Context: an optimization exercise on an open-source flow, tuned for small area, a short achievable clock period and few clock cycles. The choices shown serve that exercise and are no tape-out recipe.
Only simulation tests tie the RTL to the original design; equivalence was not proved.

## flow/design.v (module list and top-level ports; edited modules follow where they fit)
// module muldiv_unit_mq: 1049 lines
module muldiv_unit_mq #(
  parameter int XLEN       = 32,
  parameter int HART_ID_W  = 1,
  parameter int REG_ADDR_W = 5
) (
  input  logic                  clk,
  input  logic                  rst_n,
  input  logic                  muldiv_start,
  input  logic [2:0]            muldiv_op,
  input  logic [XLEN-1:0]       muldiv_a,
  input  logic [XLEN-1:0]       muldiv_b,
  input  logic [HART_ID_W-1:0]  muldiv_hart_id,
  input  logic [REG_ADDR_W-1:0] muldiv_rd,
  input  logic                  muldiv_kill,
  input  logic [HART_ID_W-1:0]  muldiv_kill_hart_id,
  output logic                  muldiv_busy,
  output logic                  muldiv_done,
  output logic [XLEN-1:0]       muldiv_result,
  output logic [HART_ID_W-1:0]  muldiv_done_hart_id,
  output logic [REG_ADDR_W-1:0] muldiv_done_rd
);
  // ...
==> flow/run.sh <==
#!/bin/bash
# synth_recipe.tcl (not shown) runs the flow's synth.tcl, then flattens the netlist and writes it again
# the make line also repeats each setting of config.mk as NAME=value (left out here)
make -C /OpenROAD-flow-scripts/flow DESIGN_CONFIG=/design/flow/config.mk WORK_HOME=/design/flow/orfs CLKGATE_MAP_FILE= SYNTH_SCRIPT=/design/flow/synth_recipe.tcl finish
==> flow/config.mk <==
export PLATFORM = sky130hd
export DESIGN_NAME = muldiv_unit_mq
export DESIGN_NICKNAME = muldiv_unit_mq
export VERILOG_FILES = /design/flow/design.v
export SDC_FILE = /design/flow/constraint.sdc
export NUM_CORES = 4
export LEC_CHECK = 0
export ABC_AREA = 1
export CAP_MARGIN = 20
export CORE_MARGIN = 2
export CORE_UTILIZATION = 40
export SETUP_SLACK_MARGIN = 5
export SLEW_MARGIN = 20
==> flow/constraint.sdc <==
create_clock -name core_clock -period 10.0 [get_ports {clk}]
set_input_delay 2.0000 -clock core_clock [delete_from_list [all_inputs] [get_ports {clk}]]
set_output_delay 2.0000 -clock core_clock [all_outputs]
set_load 0.01 [all_outputs]
==> notes.md, run 1 <==
Clock network
The clock network latency to the later pin of the worst-skew pair is 0.62 ns. The count of hold buffers inserted by post-cts repair is 0.

Die
The starting density of the core is 0.4025.

GRT
For this run, global-route usage on met1 was measured as 0.4145. The leftover overflow at the end of global routing is 0. The largest net degree at the start of global routing is 76. For this run, the total global-route usage over all layers was measured as 0.3579.

STA
Setup violations remaining at the end of the flow were counted as 0. The accumulated negative setup slack is 0 ns.

Finish
Leaving out fill and tap cells, the most frequent cells in the layout are nand2_1 (1004), inv_1 (857), nor2_1 (534). The number of clock buffer instances in the layout is 48. Of the total standard cell area in the layout, the multi-input combinational portion is 0.6306.

The post-synthesis to final-layout area growth is 15.53%. The layout has 937 inverters outside the clock class.

Routing
The number of vias after detailed routing is roughly 40000. In this run the top signal layer used is met5.

Yosys
In this run, distinct cell masters in the synthesized netlist total 60. The synthesized design spends more area on one cell type than any other, namely fa_1. The mean cell area of the mapped netlist is just under 7 sq um.

Min path
In this run the worst hold path is classified as reg2reg.

Placement
The number of input and output port buffers inserted is around 120.

Run status
The flow ran to the end and the layout has no timing, DRC or antenna violations.

Critical path
The category of the worst setup path launch point is a flip-flop.
Testbench counts, summed over its fixed seeds: cycles 5,402.
==> run 2, diff against run 1 <==
--- a/flow/design.v
+++ b/flow/design.v
@@ -914,24 +914,28 @@
   assign tree_c[60] = fc674;
   assign tree_s[61] = fs677;
   assign tree_c[61] = fc676;
   assign tree_s[62] = fs679;
   assign tree_c[62] = fc678;
   assign tree_s[63] = fs681;
   assign tree_c[63] = fc680;
   function automatic logic [4:0] clz(input logic [31:0] v);
-    logic [31:0] p, f;
-    p = v;
-    for (int d = 1; d < 32; d = d * 2)
-      for (int i = 0; i < 32; i++)
-        if (i + d < 32) p[i] = p[i] | p[i+d];
-    for (int i = 0; i < 32; i++) f[i] = v[i] & ((i == 31) ? 1'b1 : !p[i+1]);
-    clz = {5{!p[0]}};    
-    for (int i = 0; i < 32; i++) clz = clz | ({5{f[i]}} & 5'(31 - i));
+    logic [7:0] any;
+    logic [1:0] lz [8];
+    logic [2:0] hz;
+    logic [3:0] nb;
+    for (int k = 0; k < 8; k++) begin
+      nb     = v[4*k +: 4];
+      any[k] = (nb != 4'd0);
+      lz[k]  = nb[3] ? 2'd0 : nb[2] ? 2'd1 : nb[1] ? 2'd2 : 2'd3;
+    end
+    hz = 3'd7;
+    for (int k = 0; k < 8; k++) if (any[k]) hz = 3'(7 - k);
+    clz = {hz, lz[7 - hz]};
   endfunction
   function automatic logic [33:0] ksub33(input logic [32:0] x, input logic [32:0] y);
     logic [32:0] g, p, t, c;
     logic [32:0] gg, pp;
     t  = ~y;
     g  = x & t;
     p  = x ^ t;
     gg = g;
@@ -942,48 +946,52 @@
         if ((i & d) != 0) begin
           gg[i] = gg[i] | (pp[i] & gg[(i & ~(2*d-1)) + d - 1]);
           pp[i] = pp[i] & pp[(i & ~(2*d-1)) + d - 1];
         end
     c = {gg[31:0], 1'b1};
     ksub33 = {gg[32], p ^ c};
   endfunction
   logic [4:0] za_q, zb_q;
-  logic [5:0] sh;
-  logic [4:0] sh2;
-  logic       early;
-  assign sh    = {1'b0, zb_q} - {1'b0, za_q};
-  assign early = zero_q || sh[5];
-  assign sh2   = sh[4:0] | 5'd1;
+  logic [5:0]  sh;
+  logic        early, ev, is_norm, is_div;
+  logic [32:0] dn;
+  assign sh      = {1'b0, zb_q} - {1'b0, za_q};
+  assign early   = zero_q || sh[5];
+  assign dn      = {1'b0, a_q[31:0]} << sh[4:0];
+  assign ev      = !sh[0];
+  assign is_norm = (st_q == ST_NORM);
+  assign is_div  = (st_q == ST_DIV);
   logic [33:0] d1, d2;
   logic        q1, q0;
   logic [32:0] r1, r2;
-  assign d1 = ksub33(s_q[32:0], a_q);
-  assign q1 = d1[33];
-  assign r1 = q1 ? d1[32:0] : s_q[32:0];
-  assign d2 = ksub33(r1, {1'b0, a_q[32:1]});
+  logic [31:0] qn;
+  assign d1 = ksub33({1'b0, b_q}, a_q);
+  assign q1 = d1[33] && is_div;
+  assign r1 = q1 ? d1[32:0] : {1'b0, b_q};
+  assign d2 = ksub33(r1, is_norm ? dn : {1'b0, a_q[32:1]});
   assign q0 = d2[33];
   assign r2 = q0 ? d2[32:0] : r1;
+  assign qn = {s_q[29:0] & {30{is_div}}, q1, q0 && (is_div || ev)};
   logic        div_mode;
   logic [63:0] s_div;
   assign div_mode = (st_q == ST_NORM) || (st_q == ST_DIV);
   always_comb begin
-    if (st_q == ST_DIV)
-      s_div = (last && !op_q[1]) ? {32'd0, b_q[29:0], q1, q0} : {31'd0, r2};
-    else if (!early)
-      s_div = {32'd0, b_q};
-    else if (op_q[1])
-      s_div = {32'd0, b_q};                        
+    if (is_norm && early)
+      s_div = {32'd0, op_q[1] ? b_q                 
+                              : (zero_q ? 32'hFFFF_FFFF : 32'd0)};
+    else if (last && op_q[1])
+      s_div = {32'd0, r2[31:0]};
     else
-      s_div = {32'd0, zero_q ? 32'hFFFF_FFFF : 32'd0};
+      s_div = {32'd0, qn};
   end
   always_comb begin
     case (st_q)
       ST_M1:   last = 1'b1;
-      ST_NORM: last = early;
+      ST_NORM: last = early || (ev && (sh[4:0] == '0));
       ST_DIV:  last = (cnt_q == '0);
       default: last = 1'b0;
     endcase
   end
   always_ff @(posedge clk or negedge rst_n) begin
     if (!rst_n) begin
       st_q   <= ST_IDLE;
       fin_q  <= 1'b0;
@@ -1008,23 +1016,23 @@
     frd_q   <= rd_q;
     fhi_q   <= (op_q[1:0] != 2'd0) && !op_q[2];
     fneg_q  <= neg_q && op_q[2];
     cnt_q   <= cnt_q - 4'd1;
     s_q     <= div_mode ? s_div : tree_s;
     c_q     <= div_mode ? {63'd0, neg_q} : tree_c;
     case (st_q)
       ST_NORM: begin
-        cnt_q <= sh2[4:1];
-        a_q   <= {1'b0, a_q[31:0]} << sh2[4:0];
-        b_q   <= '0;
+        cnt_q <= sh[4:1] - {3'd0, ev};
+        a_q   <= ev ? {1'b0, dn[32:1]} : dn;
+        if (ev) b_q <= r2[31:0];
       end
       ST_DIV: begin
         a_q   <= {2'b0, a_q[32:2]};
-        b_q   <= {b_q[29:0], q1, q0};
+        b_q   <= r2[31:0];
       end
       default: ;
     endcase
     if (accept) begin
       op_q   <= muldiv_op;
       hart_q <= muldiv_hart_id;
       rd_q   <= muldiv_rd;
       skip_q <= skip_in;
==> notes.md, run 2 <==
Clock network
No sink is reached through more buffers than the 3 on the longest clock path. The TritonCTS clock tree is yes. The TritonCTS sink count is approximately 290. The level count of the clock H-tree is 2.

TritonCTS created slightly above 40 clock buffers. The count of hold buffers inserted by post-cts repair is 0 (unchanged). Clock-pin slew was measured on the worst setup and hold paths at about 0.06 ns. The clock network latency to the later pin of the worst-skew pair is 0.63 ns (about the same). The root buffer cell chosen for the clock tree is clkbuf_16.

Finish
The number of flip-flops in the largest register is 64. The layout cell share with drive strength beyond 1 is 0.1104. Leaving out fill and tap cells, the most frequent cells in the layout are nand2_1 (1121), inv_1 (831), nor2_1 (522). The most common library cell in the layout ignoring fill and taps is nand2_1. In the final design database the tool counted 6355 nets. The largest registers in the layout are s_q (64), c_q (63), a_q (33).

The number of standard cells in the final layout excluding fillers is approximately 7000. The post-synthesis to final-layout area growth is 16.14%. The final standard cell utilization of the core is 0.4687. The area of all placed cells without fillers is 45260 sq um. Fill cells in the final layout number between 9000 and 10000. The register name with the most flops is s_q.

GRT
The leftover overflow at the end of global routing is 0 (unchanged). The global-route track usage on met1 is 0.4548 (+0.04026). The global-route wire length before repair is approximately 270000 um.

The via count of the first global-routing pass was between 30000 and 40000. For this run, global-route usage on met2 was measured as 0.5686. The met3 usage is 0.07260. The overall routing resource usage is 0.3716 (+0.01373). The largest net degree at the start of global routing is 86 (+13%). The initial antenna violation count is 14.

The layer flagged by global routing as most heavily used is met2.

Placement
The final weighted congestion in routability-driven placement is approximately 1.0. The number of input and output port buffers inserted came to 117 (unchanged). The total half-perimeter wirelength after legalization and detailed placement is about 140000 um. Prior to clock tree synthesis, the placed netlist has a worst setup slack of 2.727 ns. The count of placed standard cells including taps is 6879. In this run the cell area measured after placement is about 41000 sq um.

STA
The number of endpoints failing setup at the final stage was 0 (unchanged). At the pin with the least slew margin, the transition time is roughly 1.1 ns. The final worst hold slack is roughly 0.33 ns. The number of failing hold endpoints at the final stage is 0. The count of final max-slew check failures is 0.

After layout, the minimum clock period comes to 5.120 ns. The share of the clock period used by the worst path is 0.5120. For the final database, setup skew stands at approximately 0.043 ns.

In this run the tightest slew margin relative to its limit is 0.2301. Static timing analysis puts the maximum clock frequency at just under 200 MHz. Setup repair after global routing could not meet its margin everywhere. The accumulated negative setup slack was 0 ns (unchanged). The final worst setup slack is ~4.9 ns.

Die
The floorplan has between 100 and 150 rows. The horizontal extent of the die is about 320 um. The vertical die dimension is about 320 um. The starting density of the core is 0.4036 (+0.001050).

During I/O placement, the number of pins put on the boundary was ~120. The total die area is 99950 sq um. The area of the core is just under 100000 sq um.

Critical path
For the worst setup path, the data required time is a little over 10 ns. The top fanout value on the critical path is between 80 and 90. The category of the critical setup timing path is in2reg. The critical path arrival is between 5 and 6 ns.

The type of destination of the critical path is a flip-flop. The category of the worst setup path launch point is an input port.

Routing
The DRC violation count after routing is 0. The first detailed-routing pass ran for 6 iterations. The first routing iteration left approximately 4900 violations.

Dividing the detail-routed wire length by the instance count gives 26.45 um. The number of vias after detailed routing is 41360 (+3.8%). The count of nets left with antenna violations after detail routing is 0.

After detailed routing, the number of vias per cell comes to between 5 and 6. The post-detailed-routing wire length is 187900 um.

Yosys
The post-synthesis cell type count is 65 (+8.3%). The yosys synthesis warning count is 4. The mean cell area of the mapped netlist came to 6.830 sq um (-0.11%).

Ranked by total cell area, the synthesized netlist is headed by fa_1 (15%), nand2_1 (11%), dfxtp_1 (10%). The primary flip-flop cell chosen by synthesis mapping is dfxtp_1. The largest total area in the synthesized netlist belongs to fa_1. The number of flops mapped to enable cells by yosys is 87. The flip-flop and latch count after synthesis is between 200 and 300.

The fraction of synthesized area in multiplexers is 0.007480. Counting instances in the post-synthesis netlist gives the leading cell types as nand2_1 (1165), inv_1 (849), nor2_1 (532), o21ai_0 (386), xor2_1 (336). The synthesized-area fraction occupied by ao, oa, aoi and oai cells was 0.1724. The number of nets handed over by synthesis was around 6300. The most instantiated library cell after synthesis is nand2_1. The post-synthesis xor/xnor area fraction is 0.08199.

Of the total synthesized cell area, the portion taken by AND, OR, NAND and NOR gates is 0.2352. The share of synthesized area in the top cell type comes to 0.1469. After synthesis, the share of flip-flops with an asynchronous set or reset is 0.01701. In the synthesized netlist, the number of instances is 5706.

After synthesis the cells add up to 38970 sq um. Of the total synthesized cell area, the portion taken by full adders, half adders and majority gates is 0.2105. Of the synthesized area, sequential elements account for 0.1740. By area, the combinational part of the netlist is dominated by simple AND/OR/NAND/NOR gates.

Run status
The flow ran to the end and the layout has no timing, DRC or antenna violations.

Min path
In this run the worst hold path is classified as reg2reg.

Job
The number of maximum-capacitance constraint violations is 0.
[run 2: changes by cell type after synthesis, sizes merged, moves of 16 or more]
cell and delta:
mux2i +25, a31oi +21, inv -26, nand2 +133
buf +16, nand3 -50, clkbuf +18, a21oi +48
o211ai -40
[run 2: final cells by class]
class	instances	area, sq um	area share
Antenna cell	5	12.51	0.0002764
Clock buffer	46	1087	0.02402
Clock inverter	26	334.1	0.007381
Inverter	894	3487	0.07704
Multi-Input combinational cell	4234	28790	0.6361
Sequential cell	294	6784	0.1499
Tap cell	1276	1597	0.03527
Timing Repair Buffer	320	3103	0.06855
Timing Repair inverter	8	65.06	0.001437
[run 2: layer usage]
layer / part of all wire / vias to the layer above
met5: 0.00050 / -
met4: 0.10 / 12
met3: 0.094 / 614
met2: 0.43 / 2477
met1: 0.37 / 19560
li1: - / 18690
[run 2: critical path: stages]
cell and delay, ns:
clkdlybuf4s50_1 0.81, inv_1 0.20, nor4_1 0.44, nand4_1 0.16, nand2_1 0.17, nor2_4 0.07
clkbuf_8 0.32, o21ai_0 0.75, mux2i_1 0.21, nor2_1 0.24, a31oi_1 0.06
[run 2: kinds of logic (layout without fill, tap and decap cells)]
group                    Yosys count  after routing
AO/OA/AOI/OAI                   1176           1177
XOR/XNOR                         364            364
adder cells (fa/ha/maj)          484            484
buffers and inverters           1187           1294
flip-flops                       294            294
multiplexers                      29             29
other                              0              5
AND/OR/NAND/NOR                 2172           2180
[run 2: path summary, 6_finish.rpt]
check                                   from  endpoint  slack [ns]  cells after the start
worst max-delay path            muldiv_b[27]   b_q[31]        4.88                     11
worst min-delay path                frd_q[3]  drd_q[3]        0.33                      0
worst max register to register       za_q[0]    s_q[9]        4.90                     26
worst min register to register      frd_q[3]  drd_q[3]        0.33                      0
max in group asynchronous              rst_n     fin_q        8.18                      1
min in group asynchronous              rst_n   st_q[2]        1.61                      1
[run 2: what timing repair did]
item | in CTS | in global routing
pin swaps | 43 | 67
gates cloned | 21 | 2
resized for setup | 198 | 184
setup buffers | 84 | 40
setup endpoints to repair | 73 | 91
Testbench counts of run 2, summed over its fixed seeds: cycles 5,124.

afterwards: timing with drivers on the ports:
In the flow no input, the clock included, has a driving cell. The finished layouts below were timed again as built, in two steps.
Step 1 assumes that a clkbuf_16 drives the clock port and a buf_2 every other input.
Step 2 also shifts input and output timing later by t, the mid clock arrival at the registers, as if the neighbouring blocks saw the same clock.
Three values: ideal ports, drivers, drivers and shift; two values: the first two.
run	t, ns	setup WS [ns]	worst setup path after step 2	slew at the worst register clock pin (ns)
run 1	0.686	4.890 / 4.890 / 4.550	input to register	0.08 / 0.08
run 2	0.688	4.880 / 4.899 / 4.244	input to register	0.07 / 0.07
After both steps setup and hold are still met in every run listed. The setup slack of run 2, which loses most, moves by +0.019 ns with the drivers and by -0.636 ns with both steps.
